Source: an optimization exercise on an open RTL-to-GDS flow (aim: small area and a short achievable clock period). Production flows keep margins and buffers that such runs may drop.
The RTL was checked by simulation tests, not by an equivalence proof against the original design.

[flow/run.sh]
#!/bin/bash
# The standard layout, with three changes to how it is made:
# - synthesis leaves the adders to ABC instead of mapping them onto the
#   library's full- and half-adder cells (ADDER_MAP_FILE empty); registers
#   come out exactly as in the standard synthesis;
# - timing repair aims 7.3 ns below the period, so it keeps working past
#   zero slack;
# - every port still gets its own buffer, a buf_4.
set -euo pipefail
bash standard.sh ADDER_MAP_FILE= SETUP_SLACK_MARGIN=7.3 \
	"BUFFER_PORTS_ARGS=-buffer_cell sky130_fd_sc_hd__buf_4" finish > make_standard.log 2>&1
[standard.sh]
#!/bin/bash
# synth_recipe.tcl (not shown) runs the flow's synth.tcl, then flattens the netlist and writes it again
# the make line also repeats each setting of config.mk as NAME=value (left out here)
make -C /OpenROAD-flow-scripts/flow DESIGN_CONFIG=/design/flow/config.mk WORK_HOME=/design/flow/orfs CLKGATE_MAP_FILE= SYNTH_SCRIPT=/design/flow/synth_recipe.tcl "${@:-finish}"
[config.mk]
export PLATFORM = sky130hd
export DESIGN_NAME = md5_core
export DESIGN_NICKNAME = md5_core
export VERILOG_FILES = /design/flow/design.v
export SDC_FILE = /design/flow/constraint.sdc
export NUM_CORES = 4
export LEC_CHECK = 0
export ABC_AREA = 1
export CAP_MARGIN = 20
export CORE_MARGIN = 2
export CORE_UTILIZATION = 40
export CTS_CLUSTER_DIAMETER = 110
export CTS_CLUSTER_SIZE = 22
export PLACE_DENSITY = 0.55
export SLEW_MARGIN = 20
export TNS_END_PERCENT = 0
[constraint.sdc]
create_clock -name core_clock -period 11.0 [get_ports {clk}]
set_input_delay 2.2000 -clock core_clock [delete_from_list [all_inputs] [get_ports {clk}]]
set_output_delay 2.2000 -clock core_clock [all_outputs]
set_load 0.01 [all_outputs]
[design.v]
`timescale 1ns/1ps
package md5_pkg;
	typedef logic [31:0]  word_t;
	typedef logic [5:0]   step_t;
	typedef logic [3:0]   rstep_t;
	typedef logic [4:0]   shift_t;
	typedef logic [3:0]   widx_t;
	typedef logic [511:0] block_t;
	typedef logic [127:0] digest_t;
	localparam int WORDS_PER_BLOCK = 16;
	localparam int STEPS_PER_ROUND = 16;
	localparam int NUM_ROUNDS      = 4;
	localparam word_t IV_A = 32'h67452301;
	localparam word_t IV_B = 32'hefcdab89;
	localparam word_t IV_C = 32'h98badcfe;
	localparam word_t IV_D = 32'h10325476;
	function automatic word_t t_const(input step_t step);
		case (step)
			6'd0: t_const = 32'hd76aa478;
			6'd1: t_const = 32'he8c7b756;
			6'd2: t_const = 32'h242070db;
			6'd3: t_const = 32'hc1bdceee;
			6'd4: t_const = 32'hf57c0faf;
			6'd5: t_const = 32'h4787c62a;
			6'd6: t_const = 32'ha8304613;
			6'd7: t_const = 32'hfd469501;
			6'd8: t_const = 32'h698098d8;
			6'd9: t_const = 32'h8b44f7af;
			6'd10: t_const = 32'hffff5bb1;
			6'd11: t_const = 32'h895cd7be;
			6'd12: t_const = 32'h6b901122;
			6'd13: t_const = 32'hfd987193;
			6'd14: t_const = 32'ha679438e;
			6'd15: t_const = 32'h49b40821;
			6'd16: t_const = 32'hf61e2562;
			6'd17: t_const = 32'hc040b340;
			6'd18: t_const = 32'h265e5a51;
			6'd19: t_const = 32'he9b6c7aa;
			6'd20: t_const = 32'hd62f105d;
			6'd21: t_const = 32'h02441453;
			6'd22: t_const = 32'hd8a1e681;
			6'd23: t_const = 32'he7d3fbc8;
			6'd24: t_const = 32'h21e1cde6;
			6'd25: t_const = 32'hc33707d6;
			6'd26: t_const = 32'hf4d50d87;
			6'd27: t_const = 32'h455a14ed;
			6'd28: t_const = 32'ha9e3e905;
			6'd29: t_const = 32'hfcefa3f8;
			6'd30: t_const = 32'h676f02d9;
			6'd31: t_const = 32'h8d2a4c8a;
			6'd32: t_const = 32'hfffa3942;
			6'd33: t_const = 32'h8771f681;
			6'd34: t_const = 32'h6d9d6122;
			6'd35: t_const = 32'hfde5380c;
			6'd36: t_const = 32'ha4beea44;
			6'd37: t_const = 32'h4bdecfa9;
			6'd38: t_const = 32'hf6bb4b60;
			6'd39: t_const = 32'hbebfbc70;
			6'd40: t_const = 32'h289b7ec6;
			6'd41: t_const = 32'heaa127fa;
			6'd42: t_const = 32'hd4ef3085;
			6'd43: t_const = 32'h04881d05;
			6'd44: t_const = 32'hd9d4d039;
			6'd45: t_const = 32'he6db99e5;
			6'd46: t_const = 32'h1fa27cf8;
			6'd47: t_const = 32'hc4ac5665;
			6'd48: t_const = 32'hf4292244;
			6'd49: t_const = 32'h432aff97;
			6'd50: t_const = 32'hab9423a7;
			6'd51: t_const = 32'hfc93a039;
			6'd52: t_const = 32'h655b59c3;
			6'd53: t_const = 32'h8f0ccc92;
			6'd54: t_const = 32'hffeff47d;
			6'd55: t_const = 32'h85845dd1;
			6'd56: t_const = 32'h6fa87e4f;
			6'd57: t_const = 32'hfe2ce6e0;
			6'd58: t_const = 32'ha3014314;
			6'd59: t_const = 32'h4e0811a1;
			6'd60: t_const = 32'hf7537e82;
			6'd61: t_const = 32'hbd3af235;
			6'd62: t_const = 32'h2ad7d2bb;
			6'd63: t_const = 32'heb86d391;
			default: t_const = '0;
		endcase
	endfunction
	function automatic shift_t s_const(input step_t step);
		case (step)
			6'd0: s_const = 5'd7;
			6'd1: s_const = 5'd12;
			6'd2: s_const = 5'd17;
			6'd3: s_const = 5'd22;
			6'd4: s_const = 5'd7;
			6'd5: s_const = 5'd12;
			6'd6: s_const = 5'd17;
			6'd7: s_const = 5'd22;
			6'd8: s_const = 5'd7;
			6'd9: s_const = 5'd12;
			6'd10: s_const = 5'd17;
			6'd11: s_const = 5'd22;
			6'd12: s_const = 5'd7;
			6'd13: s_const = 5'd12;
			6'd14: s_const = 5'd17;
			6'd15: s_const = 5'd22;
			6'd16: s_const = 5'd5;
			6'd17: s_const = 5'd9;
			6'd18: s_const = 5'd14;
			6'd19: s_const = 5'd20;
			6'd20: s_const = 5'd5;
			6'd21: s_const = 5'd9;
			6'd22: s_const = 5'd14;
			6'd23: s_const = 5'd20;
			6'd24: s_const = 5'd5;
			6'd25: s_const = 5'd9;
			6'd26: s_const = 5'd14;
			6'd27: s_const = 5'd20;
			6'd28: s_const = 5'd5;
			6'd29: s_const = 5'd9;
			6'd30: s_const = 5'd14;
			6'd31: s_const = 5'd20;
			6'd32: s_const = 5'd4;
			6'd33: s_const = 5'd11;
			6'd34: s_const = 5'd16;
			6'd35: s_const = 5'd23;
			6'd36: s_const = 5'd4;
			6'd37: s_const = 5'd11;
			6'd38: s_const = 5'd16;
			6'd39: s_const = 5'd23;
			6'd40: s_const = 5'd4;
			6'd41: s_const = 5'd11;
			6'd42: s_const = 5'd16;
			6'd43: s_const = 5'd23;
			6'd44: s_const = 5'd4;
			6'd45: s_const = 5'd11;
			6'd46: s_const = 5'd16;
			6'd47: s_const = 5'd23;
			6'd48: s_const = 5'd6;
			6'd49: s_const = 5'd10;
			6'd50: s_const = 5'd15;
			6'd51: s_const = 5'd21;
			6'd52: s_const = 5'd6;
			6'd53: s_const = 5'd10;
			6'd54: s_const = 5'd15;
			6'd55: s_const = 5'd21;
			6'd56: s_const = 5'd6;
			6'd57: s_const = 5'd10;
			6'd58: s_const = 5'd15;
			6'd59: s_const = 5'd21;
			6'd60: s_const = 5'd6;
			6'd61: s_const = 5'd10;
			6'd62: s_const = 5'd15;
			6'd63: s_const = 5'd21;
			default: s_const = '0;
		endcase
	endfunction
	function automatic word_t md5_func(input logic [1:0] rnd, input word_t b,
			input word_t c, input word_t d);
		case (rnd)
			2'd0:    md5_func = (b & c) | (~b & d);
			2'd1:    md5_func = (b & d) | (c & ~d);
			2'd2:    md5_func = b ^ c ^ d;
			default: md5_func = c ^ (b | ~d);
		endcase
	endfunction
	function automatic word_t rot4(input logic [1:0] rnd, input logic [1:0] sel,
			input word_t x);
		word_t r0, r1, r2, r3;
		r0 = (x << s_const({rnd, 4'd0})) | (x >> (6'd32 - {1'b0, s_const({rnd, 4'd0})}));
		r1 = (x << s_const({rnd, 4'd1})) | (x >> (6'd32 - {1'b0, s_const({rnd, 4'd1})}));
		r2 = (x << s_const({rnd, 4'd2})) | (x >> (6'd32 - {1'b0, s_const({rnd, 4'd2})}));
		r3 = (x << s_const({rnd, 4'd3})) | (x >> (6'd32 - {1'b0, s_const({rnd, 4'd3})}));
		case (sel)
			2'd0:    rot4 = r0;
			2'd1:    rot4 = r1;
			2'd2:    rot4 = r2;
			default: rot4 = r3;
		endcase
	endfunction
endpackage
`timescale 1ns/1ps
module md5_block_loader (
	input  logic            clk,
	input  logic            rstb,
	input  logic            word_valid_i,
	input  md5_pkg::word_t  word_i,
	output logic            ld_o,       
	output logic            go_o,       
	output md5_pkg::block_t blk_o,      
	output md5_pkg::word_t  nb_o,       
	output md5_pkg::word_t  b_o,
	output md5_pkg::word_t  c_o,
	output md5_pkg::word_t  d_o
);
	logic            valid_q;
	md5_pkg::word_t  word_q;
	md5_pkg::widx_t  cnt;               
	md5_pkg::word_t  ld_q [0:14];
	md5_pkg::word_t  b_q, c_q, d_q, x_q;
	md5_pkg::word_t  nb;
	logic [1:0]      rsel;              
	logic            first;             
	always_ff @(posedge clk or negedge rstb) begin
		if (!rstb) begin
			valid_q <= 1'b0;
			cnt     <= '0;
			first   <= 1'b1;
			go_o    <= 1'b0;
		end else begin
			valid_q <= word_valid_i;
			go_o    <= ld_o;
			if (valid_q) begin
				cnt   <= cnt + 1'b1;
				first <= (cnt == 4'd15);
			end
		end
	end
	always_ff @(posedge clk)
		rsel <= ld_o ? 2'd3 : (valid_q ? cnt[1:0] : cnt[1:0] - 1'b1);
	always_ff @(posedge clk)
		word_q <= word_i;
	always_ff @(posedge clk) begin
		if (valid_q) begin
			for (int k = 0; k < 14; k++)
				ld_q[k] <= ld_q[k+1];
			ld_q[14] <= word_q;
		end
	end
	assign ld_o  = valid_q && (cnt == 4'd15);
	assign nb   = b_q + md5_pkg::rot4(2'd0, rsel,
		md5_pkg::md5_func(2'd0, b_q, c_q, d_q) + x_q);
	always_ff @(posedge clk) begin
		if (valid_q) begin
			if (first) begin
				b_q <= md5_pkg::IV_B;
				c_q <= md5_pkg::IV_C;
				d_q <= md5_pkg::IV_D;
			end else begin
				b_q <= nb;
				c_q <= b_q;
				d_q <= c_q;
			end
			x_q <= (first ? md5_pkg::IV_A : d_q) + word_q +
				md5_pkg::t_const({2'd0, cnt});
		end
	end
	for (genvar w = 0; w < 15; w++) begin : g_blk
		assign blk_o[32*w +: 32] = ld_q[w];
	end
	assign blk_o[511:480] = word_q;
	assign nb_o = nb;
	assign b_o  = b_q;
	assign c_o  = c_q;
	assign d_o  = d_q;
endmodule
`timescale 1ns/1ps
module md5_round #(
	parameter int ROUND_IDX = 1
) (
	input  logic            clk,
	input  logic            rstb,
	input  logic            ld_i,       
	input  logic            go_i,       
	input  md5_pkg::block_t blk_i,
	input  md5_pkg::word_t  nb_i,
	input  md5_pkg::word_t  b_i,
	input  md5_pkg::word_t  c_i,
	input  md5_pkg::word_t  d_i,
	output logic            ld_o,
	output logic            go_o,
	output md5_pkg::block_t blk_o,
	output md5_pkg::word_t  nb_o,
	output md5_pkg::word_t  b_o,
	output md5_pkg::word_t  c_o,
	output md5_pkg::word_t  d_o
);
	localparam int ROT      = (ROUND_IDX == 1) ? 5 : (ROUND_IDX == 2) ? 3 : 7;
	localparam int LOAD_SRC = (ROUND_IDX == 1) ? 1 : (ROUND_IDX == 2) ? 9 : 14;
	logic            active;
	md5_pkg::widx_t  cnt;
	md5_pkg::word_t  ring_q [0:15];
	md5_pkg::word_t  b_q, c_q, d_q, x_q;
	md5_pkg::word_t  nb, badd;
	logic [1:0]      rsel;
	always_ff @(posedge clk or negedge rstb) begin
		if (!rstb) begin
			active <= 1'b0;
			go_o   <= 1'b0;
		end else begin
			go_o <= ld_o;
			if (ld_i)
				active <= 1'b1;
			else if (cnt == 4'd15)
				active <= 1'b0;
		end
	end
	always_ff @(posedge clk) begin
		cnt  <= ld_i ? 4'd0 : cnt + 1'b1;
		rsel <= ld_i ? 2'd3 : cnt[1:0];
	end
	assign ld_o = active && (cnt == 4'd15);
	always_ff @(posedge clk) begin
		for (int q = 0; q < 16; q++) begin
			if (ld_i)
				ring_q[q] <= blk_i[32*((q + LOAD_SRC) % 16) +: 32];
			else
				ring_q[q] <= ring_q[(q + ROT) % 16];
		end
	end
	generate
		if (ROUND_IDX == 3) begin : g_iv
			assign badd = go_o ? b_q + md5_pkg::IV_B : b_q;
		end else begin : g_noiv
			assign badd = b_q;
		end
	endgenerate
	assign nb = badd + md5_pkg::rot4(2'(ROUND_IDX), rsel,
		md5_pkg::md5_func(2'(ROUND_IDX), b_q, c_q, d_q) + x_q);
	always_ff @(posedge clk) begin
		if (go_i) begin
			b_q <= nb_i;
			c_q <= b_i;
			d_q <= c_i;
		end else begin
			b_q <= nb;
			c_q <= b_q;
			d_q <= c_q;
		end
		x_q <= (go_i ? d_i : d_q) + ring_q[0] +
			md5_pkg::t_const(md5_pkg::step_t'(ROUND_IDX * 16) + md5_pkg::step_t'(cnt));
	end
	for (genvar q = 0; q < 16; q++) begin : g_blk
		assign blk_o[32*q +: 32] = ring_q[q];
	end
	assign nb_o = nb;
	assign b_o  = b_q;
	assign c_o  = c_q;
	assign d_o  = d_q;
endmodule
`timescale 1ns/1ps
module md5_digest_adder (
	input  logic              clk,
	input  logic              rstb,
	input  logic              go_i,       
	input  md5_pkg::word_t    nb_i,
	input  md5_pkg::word_t    b_i,
	input  md5_pkg::word_t    c_i,
	input  md5_pkg::word_t    d_i,
	output logic              digest_valid_o,
	output md5_pkg::digest_t  digest_o
);
	logic             valid_q;
	md5_pkg::digest_t digest_q;
	always_ff @(posedge clk or negedge rstb) begin
		if (!rstb)
			valid_q <= 1'b0;
		else
			valid_q <= go_i;
	end
	always_ff @(posedge clk)
		digest_q <= {d_i + md5_pkg::IV_A, nb_i, b_i + md5_pkg::IV_C,
			c_i + md5_pkg::IV_D};
	assign digest_valid_o = valid_q;
	assign digest_o       = digest_q;
endmodule
`timescale 1ns/1ps
module md5_core (
	input  logic              clk,
	input  logic              rstb,
	input  logic              word_valid_i,
	input  md5_pkg::word_t    word_i,
	output logic              digest_valid_o,
	output md5_pkg::digest_t  digest_o
);
	logic            link_ld  [0:md5_pkg::NUM_ROUNDS-1];
	logic            link_go  [0:md5_pkg::NUM_ROUNDS-1];
	md5_pkg::block_t link_blk [0:md5_pkg::NUM_ROUNDS-1];
	md5_pkg::word_t  link_nb  [0:md5_pkg::NUM_ROUNDS-1];
	md5_pkg::word_t  link_b   [0:md5_pkg::NUM_ROUNDS-1];
	md5_pkg::word_t  link_c   [0:md5_pkg::NUM_ROUNDS-1];
	md5_pkg::word_t  link_d   [0:md5_pkg::NUM_ROUNDS-1];
	md5_block_loader u_loader (
		.clk          (clk),
		.rstb         (rstb),
		.word_valid_i (word_valid_i),
		.word_i       (word_i),
		.ld_o         (link_ld[0]),
		.go_o         (link_go[0]),
		.blk_o        (link_blk[0]),
		.nb_o         (link_nb[0]),
		.b_o          (link_b[0]),
		.c_o          (link_c[0]),
		.d_o          (link_d[0])
	);
	for (genvar n = 1; n < md5_pkg::NUM_ROUNDS; n++) begin : g_round
		md5_round #(
			.ROUND_IDX (n)
		) u_round (
			.clk   (clk),
			.rstb  (rstb),
			.ld_i  (link_ld[n-1]),
			.go_i  (link_go[n-1]),
			.blk_i (link_blk[n-1]),
			.nb_i  (link_nb[n-1]),
			.b_i   (link_b[n-1]),
			.c_i   (link_c[n-1]),
			.d_i   (link_d[n-1]),
			.ld_o  (link_ld[n]),
			.go_o  (link_go[n]),
			.blk_o (link_blk[n]),
			.nb_o  (link_nb[n]),
			.b_o   (link_b[n]),
			.c_o   (link_c[n]),
			.d_o   (link_d[n])
		);
	end
	md5_digest_adder u_adder (
		.clk            (clk),
		.rstb           (rstb),
		.go_i           (link_go[md5_pkg::NUM_ROUNDS-1]),
		.nb_i           (link_nb[md5_pkg::NUM_ROUNDS-1]),
		.b_i            (link_b[md5_pkg::NUM_ROUNDS-1]),
		.c_i            (link_c[md5_pkg::NUM_ROUNDS-1]),
		.d_i            (link_d[md5_pkg::NUM_ROUNDS-1]),
		.digest_valid_o (digest_valid_o),
		.digest_o       (digest_o)
	);
endmodule
==> results of run 1 <==
==> cell usage after synthesis, types with 43 or more instances <==
master	n	area (µm²)
o21ai_1	139	696
nor3_1	54	270
xor2_1	304	2660
nand4_1	82	513
or2_2	82	513
and2_1	43	269
inv_2	92	345
nor2_2	46	288
nand2_2	68	425
nand2_1	8420	31600
o21ai_0	909	4550
inv_1	1635	6140
dfxtp_1	2100	42000
or2_1	66	413
a21oi_1	277	1390
nor2_1	875	3280
nand3_1	961	4810
xnor2_1	104	911
edfxtp_1	608	18300
clkbuf_1	462	1730
==> critical path, delay by kind of cell (launching register included) <==
family          cells  cell delay, ps
buf+inv             2             140
compound gates      2             540
simple gates       22            2330
flops               1             570
==> logic make-up (layout without fill, tap and decap cells) <==
group / Yosys count / count (layout) / share of synthesized area [%]
simple gates: 10785 / 10785 / 34.7
flops: 2722 / 2722 / 48.8
buf+inv: 2253 / 2540 / 6.88
compound gates: 1535 / 1535 / 6.62
xor+xnor: 416 / 416 / 2.98
fa+ha+maj: 3 / 3 / 0.0241
mux: 1 / 1 / 0.00805
other cells: 0 / 13 / 0
==> per-stage QoR <==
| stage | area (µm²) | setup slack, ps | util [%] |
|---|---|---|---|
| 6_report | 145000 | 7110 | 46.9 |
| 4_1_cts | 138000 | 7130 | 44.7 |
| 3_5_place_dp | 129000 | 5850 | 41.9 |
| 5_1_grt | 145000 | 6940 | 46.9 |
| 3_3_place_gp | 129000 | 5840 | 41.9 |
| 2_1_floorplan | 125000 | 5160 | - |
==> area by class of cell <==
| type | count | area share, % |
|---|---|---|
| clock inverters | 37 | 0.363 |
| diodes | 13 | 0.0224 |
| clock buffers | 246 | 3.00 |
| multi-input cells | 12740 | 43.1 |
| inverters | 1737 | 4.61 |
| repair inverters | 3 | 0.0155 |
| repair buffers | 517 | 3.11 |
| well taps | 4120 | 3.56 |
| flip-flops and latches | 2722 | 42.2 |
==> flip-flops by register name (all words and copies together), names as in the netlist, 3 cells and up <==
| signal | count |
|---|---|
| u_loader.d_q | 32 |
| g_round.u_round.b_q | 96 |
| u_loader.b_q | 32 |
| g_round.u_round.x_q | 96 |
| u_loader.word_q | 32 |
| g_round.u_round.cnt | 12 |
| g_round.u_round.ring_q | 1536 |
| u_adder.digest_q | 128 |
| g_round.u_round.rsel | 6 |
| u_loader.cnt | 4 |
| u_loader.x_q | 32 |
| g_round.u_round.active | 3 |
| u_loader.c_q | 32 |
| g_round.u_round.d_q | 96 |
| u_loader.ld_q | 480 |
| g_round.u_round.c_q | 96 |
| g_round.u_round.go_o | 3 |
==> what timing repair did <==
action / 4_1_cts / 5_1_grt
setup buffers: 101 / 175
setup endpoints to repair: 1339 / 954
pin swaps: 69 / 327
gates resized for setup: 902 / 1544
gates cloned: 6 / 4
==> layer usage <==
metal	up-vias	global-route usage, %	wire length (µm)
li1	55377	-	-
met1	53514	42.5	222000
met2	4010	47.1	215000
met3	949	3.90	35500
met4	14	14.4	29100
met5	-	0	91
==> final timing paths <==
check,start,end
max,u_loader.b_q[15],u_loader.b_q[27]
min,g_round[3].u_round.ring_q[1][3],g_round[3].u_round.ring_q[10][3]
max reg2reg,u_loader.b_q[15],u_loader.b_q[27]
min reg2reg,g_round[3].u_round.ring_q[1][3],g_round[3].u_round.ring_q[10][3]
max in group asynchronous,rstb,u_loader.cnt[0]
min in group asynchronous,rstb,u_loader.valid_q
==> cell usage in the layout (no fill, tap or decap), types with 140 or more instances in the layout <==
| master | count |
|---|---|
| a21oi_1 | 194 |
| buf_4 | 464 |
| clkbuf_16 | 163 |
| dfxtp_1 | 1882 |
| edfxtp_1 | 608 |
| inv_1 | 1528 |
| inv_2 | 164 |
| nand2_1 | 7843 |
| nand2_2 | 507 |
| nand2_4 | 140 |
| nand3_1 | 717 |
| nand3_2 | 223 |
| nor2_1 | 593 |
| nor2_2 | 176 |
| nor2_4 | 172 |
| o21ai_0 | 791 |
| o21ai_1 | 147 |
| xor2_1 | 248 |
==> key figures, run 1 <==
Clock network
  – CTS sink count: 2722
  – Clk pin slew, worst setup/hold paths: 100 ps
  – Total CTS buffers: 158
  – Post-CTS Hold Buffers: 0
  – Clock buffer depth: 4
  – CTS tree: yes
  – H-tree Lvls: 4
  – Root Driver: clkbuf_16
  – Later-pin clock latency in the skew report: 910 ps

Logic synthesis
  – Synth warn: 17
  – Number of distinct library cells after synthesis: 70
  – Top FF cell, synth: dfxtp_1
  – Sequential-to-total area share from yosys stat: 48.8%
  – FFs w/ async S/R, synth: 0.514%
  – Mean area per synthesized cell: 7.02 µm²
  – Synthesized Nets: 17750
  – Synthesized instance count: 17715
  – Post-synthesis cell area: 124000 µm²
  – #FFs+latches synth: 2722
  – Post-synth EDFFs: 608

Cells and area
  – Area Overhead vs Synth: 16.6%
  – Fill count: 31778
  – Sequential cell area: 61200 µm²
  – Nets@finish: 17914
  – Multi-input gate area: 62500 µm²
  – Finished Layout Cells: 22135
  – Share of layout cells above drive strength 1: 15.8%

STA
  – Setup TNS Final: 0 ps
  – Final number of setup-violating endpoints: 0
  – Worst hold slack: 395 ps
  – Slew HR: 14.5%
  – Slew Viols, Final: 0
  – Fin crit period: 3890 ps
  – Period utilization: 35.4%
  – Fmax: 257 MHz
  – Worst-margin pin slew: 1280 ps
  – Count of final hold-check violations: 0
  – RSZ-0062 raised after global routing: yes
  – Worst Skew: 54.1 ps

Global routing
  – Gr usage total: 30.6%
  – Vias in the first global route: 104236
  – GR Overflow Total: 0
  – Initial antenna violation count: 42
  – First-pass GRT wire length: 711000 µm
  – Largest net degree at the start of global routing: 188

Run
  – Number of max-cap violations: 0

Worst hold path
  – Hold Crit Class: register to register
  – Hold path depth: 2

Floorplan
  – Core area: 309000 µm²
  – Rows: 204
  – Die area: 315000 µm²
  – Io pins: 164
  – DIE WIDTH: 562 µm
  – Die H: 562 µm
  – Starting Density: 40.2%

Drt
  – DRC errors left: 0
  – Pre-antenna DRT Iters: 7
  – DR iter-0 viols: 11559
  – Final WL: 502000 µm
  – Routed len/inst: 22.7 µm
  – Vias: 113864
  – Via density: 5.14
  – Post-route ant nets: 0

Worst setup path
  – Kind of critical path: register to register
  – CP Capture Type: register
  – Crit path DAT: 4520 ps
  – WP data required: 11620 ps
  – Crit Path Max Fanout: 4
  – Cells on worst reg2reg path: 26
  – Critical Path Start Type: register
  – CP max stage delay: 570 ps
  – Worst path most repeated cell: nand2_1
  – R2R Setup Slk: 7110 ps
  – Crit-path slowest cell: edfxtp_1

Place
  – PortBufs: 163
  – HPWL after DPL: 386000 µm
  – DP Cell Count: 21553
  – Final GP Congestion: 1.03

Run status
  – Status: no timing/DRC/antenna violations
==> inputs of run 2 (changes only) <==
--- a/flow/run.sh
+++ b/flow/run.sh
@@ -5,3 +5,3 @@
 #   come out exactly as in the standard synthesis;
-# - timing repair aims 7.3 ns below the period, so it keeps working past
+# - timing repair aims 7.6 ns below the period, so it keeps working past
 #   zero slack;
@@ -9,3 +9,3 @@
 set -euo pipefail
-bash standard.sh ADDER_MAP_FILE= SETUP_SLACK_MARGIN=7.3 \
+bash standard.sh ADDER_MAP_FILE= SETUP_SLACK_MARGIN=7.6 \
 	"BUFFER_PORTS_ARGS=-buffer_cell sky130_fd_sc_hd__buf_4" finish > make_standard.log 2>&1
--- a/config.mk
+++ b/config.mk
@@ -11,5 +11,4 @@
 export CORE_UTILIZATION = 40
-export CTS_CLUSTER_DIAMETER = 110
-export CTS_CLUSTER_SIZE = 22
-export PLACE_DENSITY = 0.55
+export CTS_CLUSTER_DIAMETER = 120
+export CTS_CLUSTER_SIZE = 24
 export SLEW_MARGIN = 20
==> run 2 against run 1 <==
  * Still clean on timing, DRC and antenna
  * First-iteration DRC count fell by 2.2%
  * Area after synthesis stayed put
  * Count of clock-buffer cells in the layout decreased by 26
  * Core utilization shrank 0.42 points
  * Routed wire length down 2.7%
  * Sequential share of layout area rose by 0.37 points
  * Highest routed layer unchanged
==> key figures, run 2 <==
Run status
  – Status: no timing/DRC/antenna violations

Logic synthesis
  – Count leader, synth: nand2_1
  – Commonest cells post-synth: nand2_1 (8420), dfxtp_1 (2100), inv_1 (1635), nand3_1 (961), o21ai_0 (909)
  – Top post-synthesis cells by area: dfxtp_1 (34%), nand2_1 (25%), edfxtp_1 (15%)
  – Yosys top cell area share: 33.8% (unchanged)
  – Mean area per synthesized cell: 7.02 µm² (unchanged)
  – Post-synth EDFFs: 608 (unchanged)
  – Post-synthesis cell area: 124000 µm² (unchanged)
  – Number of distinct library cells after synthesis: 70 (unchanged)
  – Synth warn: 17 (unchanged)
  – FFs w/ async S/R, synth: 0.514% (unchanged)
  – Synthesized instance count: 17715 (unchanged)
  – Sequential-to-total area share from yosys stat: 48.8% (unchanged)
  – #FFs+latches synth: 2722 (unchanged)
  – Top FF cell, synth: dfxtp_1
  – Synthesized Nets: 17750 (unchanged)
  – Largest area contributor in the netlist: dfxtp_1

Worst setup path
  – CP Capture Type: register
  – Kind of critical path: register to register
  – WP data required: 11770 ps (+150 ps)
  – Critical Path Start Type: register
  – Crit Path Max Fanout: 5 (+1)
  – Crit path DAT: 4680 ps (+160 ps)

Floorplan
  – Io pins: 164 (unchanged)
  – Rows: 204 (unchanged)
  – Die area: 315000 µm² (unchanged)
  – Core area: 309000 µm² (unchanged)
  – Die H: 562 µm (unchanged)
  – DIE WIDTH: 562 µm (unchanged)
  – Starting Density: 40.2% (unchanged)

Global routing
  – First-pass GRT wire length: 700000 µm (-1.6%)
  – Initial antenna violation count: 51 (+21%)
  – Largest net degree at the start of global routing: 187 (-0.53%)
  – GR Overflow Total: 0 (unchanged)
  – Gr usage total: 30.0% (-0.63 points)
  – Vias in the first global route: 105202 (+0.93%)

Place
  – Instance area at placement: 129000 µm² (about the same)
  – Final GP Congestion: 1.08 (+4.8%)
  – HPWL after DPL: 380000 µm (-1.6%)
  – PortBufs: 163 (unchanged)

STA
  – Slew HR: 18.6% (+4.1 points)
  – Worst-margin pin slew: 1220 ps (-60.9 ps)
  – Fmax: 255 MHz (-0.51%)
  – Setup TNS Final: 0 ps (unchanged)
  – RSZ-0062 raised after global routing: yes
  – Period utilization: 35.6% (+0.18 points)
  – Count of final hold-check violations: 0 (unchanged)
  – Final number of setup-violating endpoints: 0 (unchanged)
  – Slew Viols, Final: 0 (unchanged)
  – Worst Skew: 77.5 ps (+23.4 ps)
  – Fin crit period: 3910 ps (+20.2 ps)

Clock network
  – Total CTS buffers: 142 (-10%)
  – CTS sink count: 2722 (unchanged)
  – Clock buffer depth: 4 (unchanged)
  – CTS tree: yes
  – Root Driver: clkbuf_16
  – Later-pin clock latency in the skew report: 910 ps (about the same)
  – Clk pin slew, worst setup/hold paths: 100 ps (about the same)
  – H-tree Lvls: 4 (unchanged)

Cells and area
  – Most frequent cells in the layout: nand2_1 (7892), dfxtp_1 (1886), inv_1 (1538), o21ai_0 (799), nand3_1 (739)
  – Fill count: 31706 (-0.23%)
  – Nets@finish: 17893 (-0.12%)
  – Commonest non-fill, non-tap cell in the layout: nand2_1
  – Final instance area: 144000 µm² (-0.90%)
  – Biggest register: g_round.u_round.ring_q
  – Top Registers: g_round.u_round.ring_q: 1536 flops, u_loader.ld_q: 480 flops, u_adder.digest_q: 128 flops
  – Area Overhead vs Synth: 15.5%
  – Max FFs per register: 1536 (unchanged)
  – Share of layout cells above drive strength 1: 14.9% (-0.89 points)

Drt
  – Final WL: 488000 µm (-2.7%)
  – Routed len/inst: 22.1 µm (-2.6%)
  – Pre-antenna DRT Iters: 8 (+1)
  – DRC errors left: 0 (unchanged)
  – Vias: 113868 (+0.0035%)
  – Post-route ant nets: 0 (unchanged)
  – Via density: 5.15 (+0.17%)
  – DR iter-0 viols: 11304 (-2.2%)

Worst hold path
  – Hold Crit Class: register to register

Run
  – Number of max-cap violations: 0 (unchanged)
==> run 2: cell counts after synthesis <==
Identical to the previous run, type by type.
==> run 2: timing repair <==
item | CTS | global route
gates cloned | 4 | 0
hold buffers | 0 | 0
setup buffers | 187 | 87
setup endpoints to repair | 1463 | 1164
pin swaps | 194 | 231
resized for setup | 1505 | 744
==> run 2: cell type report <==
class                      instances  area (µm²)  share of cell area (%)
multi-input combinational      12740       61900                    43.1
sequential                      2722       61200                    42.6
inverter                        1737        6660                    4.64
tap                             4120        5150                    3.59
timing repair buffer             514        4310                    3.00
clock buffer                     220        3950                    2.75
clock inverter                    30         437                   0.304
antenna                           14        35.0                  0.0244
timing repair inverter             1        7.51                 0.00523
==> run 2: final timing paths <==
kind | from | endpoint | slack (ps) | cells after the start
setup / recovery | g_round[2].u_round.b_q[0] | g_round[3].u_round.b_q[30] | 7090 | 27
hold / removal | g_round[3].u_round.ring_q[8][16] | g_round[3].u_round.ring_q[1][16] | 390 | 2
setup reg to reg | g_round[2].u_round.b_q[0] | g_round[3].u_round.b_q[30] | 7090 | 27
hold reg to reg | g_round[3].u_round.ring_q[8][16] | g_round[3].u_round.ring_q[1][16] | 390 | 2
max in group asynchronous | rstb | u_loader.cnt[0] | 9360 | 1
min in group asynchronous | rstb | u_adder.valid_q | 1230 | 1
==> run 2: critical path: stages (launching register included) <==
cell and delay [ps]:
dfxtp_2 380, inv_4 130, nand2_1 70, nand3_1 100, nand2_1 110, nor2_4 170
nand3_1 120, nand2_2 160, nand3_1 130, nand2_2 150, nand2_1 130, nand2_2 130
nand2_1 130, nand3_1 180, o21ai_0 140, inv_1 100, nand3_1 120, nand2_2 130
nand2_2 120, nor2_2 190, nand2_1 140, nor2_2 190, and3_1 180, nand2_1 70
nand2_1 70, nand2_1 70, nand3_2 140, nand2_1 70
==> run 2: per-stage QoR <==
step	utilization [%]	instances	setup slack, ps	hold slack, ps
after global routing	46.5	22088	6920	400
after detailed placement	41.9	21556	6170	389
final	46.5	22098	7090	392
after global placement	41.9	21556	6080	369
after floorplan	-	17715	5160	348
after CTS	45.4	21997	7300	383
==> run 2: logic make-up after synthesis <==
kind of cell	after synthesis	synth area share, %
AND/OR/NAND/NOR	10785	34.7
flip-flops	2722	48.8
buffers and inverters	2253	6.88
AO/OA/AOI/OAI	1535	6.62
XOR/XNOR	416	2.98
adder cells (fa/ha/maj)	3	0.0241
multiplexers	1	0.00805
==> run 2: metal layers <==
metal / up-vias / GRT usage (%) / share of wire, %
li1: 55289 / - / -
met1: 53289 / 40.4 / 43
met2: 4223 / 45.9 / 42
met3: 1043 / 4.76 / 7.9
met4: 24 / 16.4 / 6.6
met5: - / 0 / 0.033

## re-timing with driven ports
The flow's constraints put no driver on any port. The routed layouts listed below were extracted and timed again, unchanged, in two steps.
Step 1 sets driving cells, clkbuf_16 on the clock port and buf_2 on the other inputs (assumed; they add their load-dependent delay and slew).
Step 2 also shifts input and output timing later by t, the mid clock arrival at the registers, as if the neighbouring blocks saw the same clock.
Three values: ideal, step 1, step 2; two values: the first two.
run | shift t [ns] | setup WS [ns] | worst setup path after step 2
run 1 | 0.978 | 7.106 / 7.106 / 7.106 | register to register
run 2 | 0.974 | 7.086 / 7.086 / 7.086 | register to register
After both steps setup and hold are still met in every run listed.
